What follows belongs to an exercise in optimizing a design on an open flow for small area, a short achievable clock period and few clock cycles; a production flow would make more cautious choices.
Where RTL was checked, it was by simulation tests only, not by an equivalence proof against the original.
Power figures rest on the tool's default switching activity, not on a simulated workload.

Setup of juniper:
Design data_ram_sweep, start of the top module:
module data_ram_sweep #(
  parameter int             A_W       = 7,
  parameter int             D_W       = 16,
  parameter int             LANE_W    = 8,
  parameter logic [D_W-1:0] FILL      = 16'hA5A5
) (
  input  logic                              clk,
  input  logic                              clear,
  input  logic                              enable,
  input  logic                              read_en,
  input  logic                              write_en,
  input  logic [A_W-1:0]                    addr,
  input  logic [D_W-1:0]                    datain,
  input  logic [D_W / LANE_W-1:0]           lane_en,
  input  logic                              scrub_req,
  output logic [D_W-1:0]                    dataout,
  output logic                              rd_valid,
  output logic                              busy,
  output logic                              acc_err
);
Size in the first run: ~4200 cells after synthesis, about 2100 flip-flops.
==> module dr_nand2, before the edit <==
module dr_nand2 #(parameter int W = 1) (
  input  logic [W-1:0] a, b,
  output logic [W-1:0] y
);
  assign y = ~(a & b);
endmodule
==> module data_ram_array, before the edit <==
module data_ram_array #(
  parameter int             A_W    = 7,
  parameter int             D_W    = 16,
  parameter int             LANE_W = 8,
  parameter logic [D_W-1:0] FILL   = 16'hA5A5
) (
  input  logic                    clk,
  input  logic                    fill_i,        
  input  logic                    we_i,
  input  logic [D_W/LANE_W-1:0]   lane_mask_i,
  input  logic [A_W-1:0]          addr_i,
  input  logic [D_W-1:0]          wdata_i,
  output logic [D_W-1:0]          rdata_o
);
  localparam int LANES = D_W / LANE_W;
  localparam int WORDS = 2**A_W;
  localparam int LO_W  = 3;
  localparam int HI_W  = A_W - LO_W;
  localparam int NLO   = 2**LO_W;
  localparam int NHI   = 2**HI_W;
  logic [D_W-1:0]       mem_q [WORDS];
  logic [D_W-1:0]       wdata;
  logic [NLO-1:0]       lo;           
  logic [NHI-1:0]       hi;           
  logic [LANES*NHI-1:0] hi_we;        
  logic [NLO-1:0]       lo_we;        
  logic [WORDS-1:0]     sel;          
  assign wdata = fill_i ? FILL : wdata_i;
  always_comb begin
    for (int m = 0; m < NLO; m++) begin
      lo[m]    = (addr_i[LO_W-1:0] == LO_W'(m));
      lo_we[m] = fill_i || lo[m];
    end
    for (int j = 0; j < NHI; j++) begin
      hi[j] = (addr_i[A_W-1:LO_W] == HI_W'(j));
      for (int k = 0; k < LANES; k++)
        hi_we[k*NHI+j] = fill_i || (we_i && lane_mask_i[k] && hi[j]);
    end
  end
  always_ff @(posedge clk) begin
    for (int i = 0; i < WORDS; i++) begin
      for (int k = 0; k < LANES; k++) begin
        if (hi_we[k*NHI+i/NLO] && lo_we[i%NLO]) begin
          mem_q[i][k*LANE_W +: LANE_W] <= wdata[k*LANE_W +: LANE_W];
        end
      end
    end
  end
  logic [D_W-1:0] l2 [WORDS/8];
  logic [D_W-1:0] l3 [WORDS/16];
  logic [D_W-1:0] l4 [WORDS/32];
  logic [D_W-1:0] l5 [WORDS/64];
  for (genvar i = 0; i < WORDS; i++) begin : g_sel
    dr_and2 #(.W(1)) u_sel (.a(hi[i/NLO]), .b(lo[i%NLO]), .y(sel[i]));
  end
  for (genvar q = 0; q < WORDS/8; q++) begin : g_l2
    for (genvar b = 0; b < D_W; b++) begin : g_bit
      dr_sel8 u_l2 (
        .d({mem_q[8*q+7][b], mem_q[8*q+6][b], mem_q[8*q+5][b], mem_q[8*q+4][b],
            mem_q[8*q+3][b], mem_q[8*q+2][b], mem_q[8*q+1][b], mem_q[8*q][b]}),
        .s(sel[8*q +: 8]),
        .y(l2[q][b])
      );
    end
  end
  for (genvar r = 0; r < WORDS/16; r++) begin : g_l3
    dr_nor2 #(.W(D_W)) u_l3 (.a(l2[2*r]), .b(l2[2*r+1]), .y(l3[r]));
  end
  for (genvar r = 0; r < WORDS/32; r++) begin : g_l4
    dr_nand2 #(.W(D_W)) u_l4 (.a(l3[2*r]), .b(l3[2*r+1]), .y(l4[r]));
  end
  for (genvar r = 0; r < WORDS/64; r++) begin : g_l5
    dr_nor2 #(.W(D_W)) u_l5 (.a(l4[2*r]), .b(l4[2*r+1]), .y(l5[r]));
  end
  dr_nand2 #(.W(D_W)) u_l6 (.a(l5[0]), .b(l5[1]), .y(rdata_o));
endmodule
==> flow/config.mk <==
export PLATFORM = sky130hd
export DESIGN_NAME = data_ram_sweep
export DESIGN_NICKNAME = data_ram_sweep
export VERILOG_FILES = /design/flow/design.v
export SDC_FILE = /design/flow/constraint.sdc
export NUM_CORES = 4
export LEC_CHECK = 0
export CAP_MARGIN = 20
export CORE_MARGIN = 2
export CORE_UTILIZATION = 40
export CTS_CLUSTER_DIAMETER = 80
export CTS_CLUSTER_SIZE = 20
export SETUP_SLACK_MARGIN = 1.8
export SLEW_MARGIN = 20
export SYNTH_HIERARCHICAL = 1
export SYNTH_MINIMUM_KEEP_SIZE = 0
==> flow/constraint.sdc <==
create_clock -name core_clock -period 4.0 [get_ports {clk}]
set_input_delay 0.8000 -clock core_clock [delete_from_list [all_inputs] [get_ports {clk}]]
set_output_delay 0.8000 -clock core_clock [all_outputs]
set_load 0.01 [all_outputs]
run.sh (not shown) runs the stock make flow with config.mk's settings and CLKGATE_MAP_FILE= SYNTH_SCRIPT=/design/flow/synth_recipe.tcl, a recipe that flattens the netlist after the stock synthesis.
The following lists how pepper was set up differently from juniper:
-- flow/design.v --
<<< juniper, line 26
  assign y = ~(&n);
endmodule
module dr_nand2 #(parameter int W = 1) (
  input  logic [W-1:0] a, b,
  output logic [W-1:0] y
);
  assign y = ~(a & b);
endmodule
module dr_nor2 #(parameter int W = 1) (
>>> pepper, line 26
  assign y = ~(&n);
endmodule
module dr_nand4 #(parameter int W = 1) (
  input  logic [W-1:0] a, b, c, d,
  output logic [W-1:0] y
);
  assign y = ~(a & b & c & d);
endmodule
module dr_nor2 #(parameter int W = 1) (
<<< juniper, line 86
    end
  end
  logic [D_W-1:0] l2 [WORDS/8];
  logic [D_W-1:0] l3 [WORDS/16];
  logic [D_W-1:0] l4 [WORDS/32];
  logic [D_W-1:0] l5 [WORDS/64];
  for (genvar i = 0; i < WORDS; i++) begin : g_sel
    dr_and2 #(.W(1)) u_sel (.a(hi[i/NLO]), .b(lo[i%NLO]), .y(sel[i]));
  end
  for (genvar q = 0; q < WORDS/8; q++) begin : g_l2
    for (genvar b = 0; b < D_W; b++) begin : g_bit
      dr_sel8 u_l2 (
        .d({mem_q[8*q+7][b], mem_q[8*q+6][b], mem_q[8*q+5][b], mem_q[8*q+4][b],
            mem_q[8*q+3][b], mem_q[8*q+2][b], mem_q[8*q+1][b], mem_q[8*q][b]}),
        .s(sel[8*q +: 8]),
        .y(l2[q][b])
      );
    end
  end
  for (genvar r = 0; r < WORDS/16; r++) begin : g_l3
    dr_nor2 #(.W(D_W)) u_l3 (.a(l2[2*r]), .b(l2[2*r+1]), .y(l3[r]));
  end
  for (genvar r = 0; r < WORDS/32; r++) begin : g_l4
    dr_nand2 #(.W(D_W)) u_l4 (.a(l3[2*r]), .b(l3[2*r+1]), .y(l4[r]));
  end
  for (genvar r = 0; r < WORDS/64; r++) begin : g_l5
    dr_nor2 #(.W(D_W)) u_l5 (.a(l4[2*r]), .b(l4[2*r+1]), .y(l5[r]));
  end
  dr_nand2 #(.W(D_W)) u_l6 (.a(l5[0]), .b(l5[1]), .y(rdata_o));
endmodule
module data_ram_sweep #(
>>> pepper, line 86
    end
  end
  logic [D_W-1:0] l2 [WORDS/16];
  logic [D_W-1:0] l3 [WORDS/64];
  logic [D_W-1:0] l4;
  for (genvar i = 0; i < WORDS; i++) begin : g_sel
    dr_and2 #(.W(1)) u_sel (.a(hi[i/NLO]), .b(lo[i%NLO]), .y(sel[i]));
  end
  for (genvar q = 0; q < WORDS/16; q++) begin : g_l2
    for (genvar b = 0; b < D_W; b++) begin : g_bit
      logic [15:0] d;
      for (genvar w = 0; w < 16; w++) begin : g_w
        assign d[w] = mem_q[16*q+w][b];
      end
      logic [1:0] h;
      dr_sel8 u_lo (.d(d[7:0]),  .s(sel[16*q +: 8]),   .y(h[0]));
      dr_sel8 u_hi (.d(d[15:8]), .s(sel[16*q+8 +: 8]), .y(h[1]));
      dr_nor2 #(.W(1)) u_l2 (.a(h[0]), .b(h[1]), .y(l2[q][b]));
    end
  end
  for (genvar r = 0; r < WORDS/64; r++) begin : g_l3
    dr_nand4 #(.W(D_W)) u_l3 (
      .a(l2[4*r]), .b(l2[4*r+1]), .c(l2[4*r+2]), .d(l2[4*r+3]), .y(l3[r])
    );
  end
  dr_nor2 #(.W(D_W)) u_l4 (.a(l3[0]), .b(l3[1]), .y(l4));
  assign rdata_o = ~l4;
endmodule
module data_ram_sweep #(
==> comparison <==
Every run (pepper and juniper) finished clean. Summary — CTS buffer count, pepper relative to juniper: lower, by 1. Net total in the final layout, pepper and juniper, lower one = pepper. Measured against each other, pepper and juniper differ in portion of total power attributed to the clock network, the lower figure coming from pepper. The met1 capacity usage during global routing in pepper sits 0.64 points above the value recorded for juniper. In pepper, the share of total power in combinational logic came out 0.2 points below the value in juniper. ~same die area in pepper and juniper. pepper vs juniper: met3 wirelength from detailed routing up in pepper.
Function was not checked in any run of this note: the RTL went through the layout flow alone.

* * *

Setup of try-juniper:
Another version of the RTL of data_ram_sweep (not shown whole).
For scale: about 4000 cells after synthesis, roughly 2100 flip-flops, about 50 I/O pins.
==> module data_ram_sweep, before the edit <==
module data_ram_sweep #(
  parameter int             A_W       = 7,
  parameter int             D_W       = 16,
  parameter int             LANE_W    = 8,
  parameter logic [D_W-1:0] FILL      = 16'hA5A5
) (
  input  logic                              clk,
  input  logic                              clear,
  input  logic                              enable,
  input  logic                              read_en,
  input  logic                              write_en,
  input  logic [A_W-1:0]                    addr,
  input  logic [D_W-1:0]                    datain,
  input  logic [D_W / LANE_W-1:0]           lane_en,
  input  logic                              scrub_req,
  output logic [D_W-1:0]                    dataout,
  output logic                              rd_valid,
  output logic                              busy,
  output logic                              acc_err
);
  logic             init_q;       
  logic [D_W-1:0]   dout_n_q;     
  logic             rd_valid_q, acc_err_q;
  logic             rd_ok, wr_ok, fill;
  logic [D_W-1:0]   arr_rdata;
  assign busy  = init_q;
  assign rd_ok = !init_q && enable && read_en;
  assign wr_ok = !init_q && enable && write_en;
  assign fill  = init_q || scrub_req;
  always_ff @(posedge clk or negedge clear) begin
    if (!clear) begin
      init_q     <= 1'b1;
      rd_valid_q <= 1'b0;
      acc_err_q  <= 1'b0;
      dout_n_q   <= '1;
    end else begin
      init_q     <= 1'b0;
      rd_valid_q <= rd_ok;
      acc_err_q  <= init_q && enable && (read_en || write_en);
      if (rd_ok) dout_n_q <= ~arr_rdata;
    end
  end
  data_ram_array #(
    .A_W    (A_W),
    .D_W    (D_W),
    .LANE_W (LANE_W),
    .FILL   (FILL)
  ) u_array (
    .clk         (clk),
    .fill_i      (fill),
    .we_i        (wr_ok),
    .lane_mask_i (lane_en),
    .addr_i      (addr),
    .wdata_i     (datain),
    .rdata_o     (arr_rdata)
  );
  assign dataout  = ~dout_n_q;
  assign rd_valid = rd_valid_q;
  assign acc_err  = acc_err_q;
endmodule
clock: 4.0 ns
lec_check: 0
cap_margin: 20
core_margin: 2
core_utilization: 40
cts_cluster_diameter: 80
cts_cluster_size: 20
setup_slack_margin: 1.6
slew_margin: 20
synth_hierarchical: 1
synth_minimum_keep_size: 0
Looking at the reports, try-juniper completed the entire flow and the layout it produced met the timing, DRC and antenna checks.
Changes in try-delta relative to try-juniper:
--- a/flow/design.v
+++ b/flow/design.v
@@ -126,11 +126,11 @@
   output logic                              rd_valid,
   output logic                              busy,
   output logic                              acc_err
 );
   logic             init_q;       
-  logic [D_W-1:0]   dout_n_q;     
+  logic [D_W-1:0]   dout_q;
   logic             rd_valid_q, acc_err_q;
   logic             rd_ok, wr_ok, fill;
   logic [D_W-1:0]   arr_rdata;
   assign busy  = init_q;
   assign rd_ok = !init_q && enable && read_en;
@@ -139,16 +139,16 @@
   always_ff @(posedge clk or negedge clear) begin
     if (!clear) begin
       init_q     <= 1'b1;
       rd_valid_q <= 1'b0;
       acc_err_q  <= 1'b0;
-      dout_n_q   <= '1;
+      dout_q     <= '0;
     end else begin
       init_q     <= 1'b0;
       rd_valid_q <= rd_ok;
       acc_err_q  <= init_q && enable && (read_en || write_en);
-      if (rd_ok) dout_n_q <= ~arr_rdata;
+      if (rd_ok) dout_q <= arr_rdata;
     end
   end
   data_ram_array #(
     .A_W    (A_W),
     .D_W    (D_W),
@@ -161,9 +161,9 @@
     .lane_mask_i (lane_en),
     .addr_i      (addr),
     .wdata_i     (datain),
     .rdata_o     (arr_rdata)
   );
-  assign dataout  = ~dout_n_q;
+  assign dataout  = dout_q;
   assign rd_valid = rd_valid_q;
   assign acc_err  = acc_err_q;
 endmodule
Notes after the runs:
- try-delta vs try-juniper — relative area change from synthesis to final layout dropped 0.15 points.
- try-juniper -> try-delta: cell count increased slightly
- Delta (try-delta minus try-juniper): clock-buffer cell count now sits higher; core utilization flat; clock network fraction of design power essentially unchanged; worst hold slack across all endpoints now sits lower.
- The finished layout cell area was comparable across try-delta and try-juniper.
- ~same die height in try-delta and try-juniper
- Compared with try-juniper, in try-delta sequential share of power grew by 0.3 points; combinational group power has decreased.
- First-iteration DRC count: higher on try-juniper
- Compared with try-juniper, try-delta shows a lower post-route minimum period.
- Across both runs, worst setup margin was higher for try-delta than for try-juniper.
Testbench counts of try-delta, summed over its fixed seeds: cycles 21,171.
The RTL of try-juniper was laid out without a check of its function.

afterwards: timing with drivers on the ports:
Ports are ideal in the flow. The routed layouts listed here were re-timed in OpenROAD. Step 1 (the two cells are an assumption about what drives the block):
set clk [get_ports {clk}]
set_driving_cell -lib_cell sky130_fd_sc_hd__clkbuf_16 $clk
set_driving_cell -lib_cell sky130_fd_sc_hd__buf_2 [delete_from_list [all_inputs] $clk]
Step 2 also shifts input and output timing later by t, the mid clock arrival at the registers, as if the neighbouring blocks saw the same clock. a / b / c = no drivers / after step 1 / after step 2; a / b = the first two.
run | t (ns) | setup WS [ns] | worst hold slack (ns) | clock arrival spread, ns
juniper | 0.858 | 1.228 / 1.256 / 0.398 | 0.325 / 0.272 / 0.519 | 0.063 / 0.064
pepper | 0.869 | 0.863 / 0.857 / -0.012 | 0.466 / 0.401 / 0.522 | 0.046 / 0.046
try-juniper | 0.853 | 1.278 / 1.303 / 0.454 | 0.432 / 0.377 / 0.520 | 0.078 / 0.079
try-delta | 0.861 | 1.291 / 1.258 / 0.397 | 0.372 / 0.306 / 0.619 | 0.098 / 0.098
Met with ideal ports but missed after step 2: setup timing in pepper. The setup slack of try-delta, which loses most, moves by -0.033 ns with the drivers and by -0.894 ns with both steps.
